This is an optimization exercise on Yosys and OpenROAD, whose aim is small area, not a production implementation.
Function was checked by simulation only, so behaviour that the tests miss may differ from the original.
Power and IR drop assume default switching activity.

==> inputs of build 18 <==
==> flow/design.v <==
module fp_regfile_sb #(
  parameter int NUM_REGS = 32,
  parameter int ADDR_W   = 5,
  parameter int DATA_W   = 32,
  parameter int FTZ      = 1
) (
  input  logic                clk,
  input  logic                rst,
  input  logic [ADDR_W-1:0]   rs1_addr,
  input  logic [ADDR_W-1:0]   rs2_addr,
  output logic [DATA_W-1:0]   rs1_data,
  output logic [DATA_W-1:0]   rs2_data,
  input  logic                we,
  input  logic [ADDR_W-1:0]   wr_addr,
  input  logic [DATA_W-1:0]   wr_data,
  input  logic                issue_valid,
  input  logic [ADDR_W-1:0]   issue_rd,
  input  logic                issue_uses_rs2,
  output logic                stall,
  output logic [NUM_REGS-1:0] busy_vec
);
  logic [DATA_W-1:0]   regs [NUM_REGS];
  logic [DATA_W-1:0]   wr_value;
  logic                exp_zero;
  logic                byp1, byp2;
  logic [NUM_REGS-1:0] wr_sel, rd_dec, sel1, sel2;
  logic                hz1, hz2, hzd;
  logic                accept;
  always_comb begin
    exp_zero = (FTZ != 0) && (wr_data[DATA_W-2 -: 8] == 8'd0);
    wr_value = wr_data;
    if (exp_zero) wr_value[DATA_W-10:0] = '0;
  end
  assign byp1 = we && (wr_addr == rs1_addr);
  assign byp2 = we && (wr_addr == rs2_addr);
  always_comb begin
    for (int i = 0; i < NUM_REGS; i++) begin
      wr_sel[i] = we && (wr_addr == i[ADDR_W-1:0]);
      rd_dec[i] = (issue_rd == i[ADDR_W-1:0]);
      sel1[i]   = !byp1 && (rs1_addr == i[ADDR_W-1:0]);
      sel2[i]   = !byp2 && (rs2_addr == i[ADDR_W-1:0]);
    end
  end
  always_comb begin
    rs1_data = {DATA_W{byp1}} & wr_value;
    rs2_data = {DATA_W{byp2}} & wr_value;
    for (int i = 0; i < NUM_REGS; i++) begin
      rs1_data = rs1_data | ({DATA_W{sel1[i]}} & regs[i]);
      rs2_data = rs2_data | ({DATA_W{sel2[i]}} & regs[i]);
    end
  end
  always_comb begin
    hz1 = |(sel1 & busy_vec);
    hz2 = |(sel2 & busy_vec);
    hzd = |(rd_dec & busy_vec & ~wr_sel);
    stall  = issue_valid && (hz1 || (issue_uses_rs2 && hz2) || hzd);
    accept = issue_valid && !stall;
  end
  logic [DATA_W-1:0]   wr_din;
  logic [NUM_REGS-1:0] row_en;
  assign wr_din = wr_value & {DATA_W{!rst}};
  assign row_en = wr_sel | {NUM_REGS{rst}};
  always_ff @(posedge clk) begin
    for (int i = 0; i < NUM_REGS; i++) begin
      if (row_en[i]) regs[i] <= wr_din;
    end
  end
  always_ff @(posedge clk) begin
    if (rst) busy_vec <= '0;
    else     busy_vec <= (busy_vec & ~wr_sel) | ({NUM_REGS{accept}} & rd_dec);
  end
endmodule
==> flow/run.sh <==
#!/bin/bash
# synth_recipe.tcl (not shown) runs the flow's synth.tcl, then flattens the netlist and writes it again
# the make line also repeats each setting of config.mk as NAME=value (left out here)
make -C /OpenROAD-flow-scripts/flow DESIGN_CONFIG=/design/flow/config.mk WORK_HOME=/design/flow/orfs CLKGATE_MAP_FILE= SYNTH_SCRIPT=/design/flow/synth_recipe.tcl finish
==> flow/config.mk <==
export PLATFORM = sky130hd
export DESIGN_NAME = fp_regfile_sb
export DESIGN_NICKNAME = fp_regfile_sb
export VERILOG_FILES = /design/flow/design.v
export SDC_FILE = /design/flow/constraint.sdc
export NUM_CORES = 4
export LEC_CHECK = 0
export CAP_MARGIN = 20
export CORE_MARGIN = 2
export CORE_UTILIZATION = 40
export SLEW_MARGIN = 20
==> flow/constraint.sdc <==
create_clock -name core_clock -period 6.5 [get_ports {clk}]
set_input_delay 1.3000 -clock core_clock [delete_from_list [all_inputs] [get_ports {clk}]]
set_output_delay 1.3000 -clock core_clock [all_outputs]
set_load 0.01 [all_outputs]
==> inputs of trial 78, as changes to build 18 <==
==> flow/design.v, changed modules only <==
module fp_regfile_sb #(
  parameter int NUM_REGS = 32,
  parameter int ADDR_W   = 5,
  parameter int DATA_W   = 32,
  parameter int FTZ      = 1
) (
  input  logic                clk,
  input  logic                rst,
  input  logic [ADDR_W-1:0]   rs1_addr,
  input  logic [ADDR_W-1:0]   rs2_addr,
  output logic [DATA_W-1:0]   rs1_data,
  output logic [DATA_W-1:0]   rs2_data,
  input  logic                we,
  input  logic [ADDR_W-1:0]   wr_addr,
  input  logic [DATA_W-1:0]   wr_data,
  input  logic                issue_valid,
  input  logic [ADDR_W-1:0]   issue_rd,
  input  logic                issue_uses_rs2,
  output logic                stall,
  output logic [NUM_REGS-1:0] busy_vec
);
  function automatic logic [DATA_W-1:0] ftz_value(input logic [DATA_W-1:0] v);
    ftz_value = v;
    if ((FTZ != 0) && (v[DATA_W-2 -: 8] == 8'd0))
      ftz_value = {v[DATA_W-1], {(DATA_W-1){1'b0}}};
  endfunction
  logic [DATA_W-1:0]   regs [NUM_REGS];
  logic [DATA_W-1:0]   wr_value;
  logic [NUM_REGS-1:0] wr_onehot;
  logic [NUM_REGS-1:0] eff_busy;
  logic [NUM_REGS-1:0] busy_nxt;
  logic                accept;
  always_comb begin
    wr_value = ftz_value(wr_data);
  end
  always_comb begin
    rs1_data = regs[rs1_addr];
    rs2_data = regs[rs2_addr];
    if (we && (wr_addr == rs1_addr)) rs1_data = wr_value;
    if (we && (wr_addr == rs2_addr)) rs2_data = wr_value;
  end
  always_comb begin
    wr_onehot = '0;
    if (we) wr_onehot[wr_addr] = 1'b1;
    eff_busy = busy_vec & ~wr_onehot;
  end
  always_comb begin
    stall  = issue_valid &&
             (eff_busy[rs1_addr] ||
              (issue_uses_rs2 && eff_busy[rs2_addr]) ||
              eff_busy[issue_rd]);
    accept = issue_valid && !stall;
  end
  always_comb begin
    busy_nxt = busy_vec;
    if (we)     busy_nxt[wr_addr]  = 1'b0;
    if (accept) busy_nxt[issue_rd] = 1'b1;
  end
  always_ff @(posedge clk) begin
    if (rst) begin
      for (int i = 0; i < NUM_REGS; i++) regs[i] <= '0;
    end else if (we) begin
      regs[wr_addr] <= wr_value;
    end
  end
  always_ff @(posedge clk) begin
    if (rst) busy_vec <= '0;
    else     busy_vec <= busy_nxt;
  end
endmodule
==> comparison table <==
                                                                                    trial 78                  build 18
Run status                                                           complete, no violations  finished with violations
Reasons for failing layout checks                                                          -      negative setup slack
Inverter count of the layout excluding clock inverters                                    17                        41
Xor and xnor fraction of the mapped netlist area                                    0.002467                  0.001897
Slowest cell on the critical path                           sky130_fd_sc_hd__clkdlybuf4s50_1   sky130_fd_sc_hd__nor3_2
Power share of the combinational group                                                 0.147                     0.100
Beginning of the critical path                                                    wr_addr[0]               wr_data[30]
DR WL met2                                                                          94280 um                  95970 um
Combined buffer and inverter count along the critical path                                 4                         3
Initial DRC count                                                                       5361                     10930
Tcrit/Tclk final                                                                      0.9653                     1.009
Compound-gate portion of the synthesized area                                        0.03528                    0.2044
Share of cell area taken by multi-input logic gates                                   0.3666                    0.2599
Detailed-route wire length                                                         203900 um                 244200 um
Register-to-register setup slack                                                     3.56 ns                   3.85 ns

==> static timing again, ports no longer ideal <==
Ports are ideal in the flow. The routed layouts listed here were re-timed in OpenROAD. Step 1 (the two cells are an assumption about what drives the block):
set clk [get_ports {clk}]
set_driving_cell -lib_cell sky130_fd_sc_hd__clkbuf_16 $clk
set_driving_cell -lib_cell sky130_fd_sc_hd__buf_2 [delete_from_list [all_inputs] $clk]
Step 2 also shifts input and output timing later by t, the mid clock arrival at the registers, as if the neighbouring blocks saw the same clock. a / b / c = no drivers / after step 1 / after step 2; a / b = the first two.
run | t, ns | slack for setup (ns) | hold slack, ns | pins driven straight from the clock port
build 18 | 0.788 | -0.061 / -0.089 / -0.089 | 0.564 / 0.564 / 0.564 | 1
trial 78 | 0.800 | 0.225 / 0.194 / 0.194 | 0.585 / 0.585 / 0.585 | 1
For trial 78, which loses most, drivers alone change the setup slack by -0.031 ns; drivers and shift together by -0.031 ns.
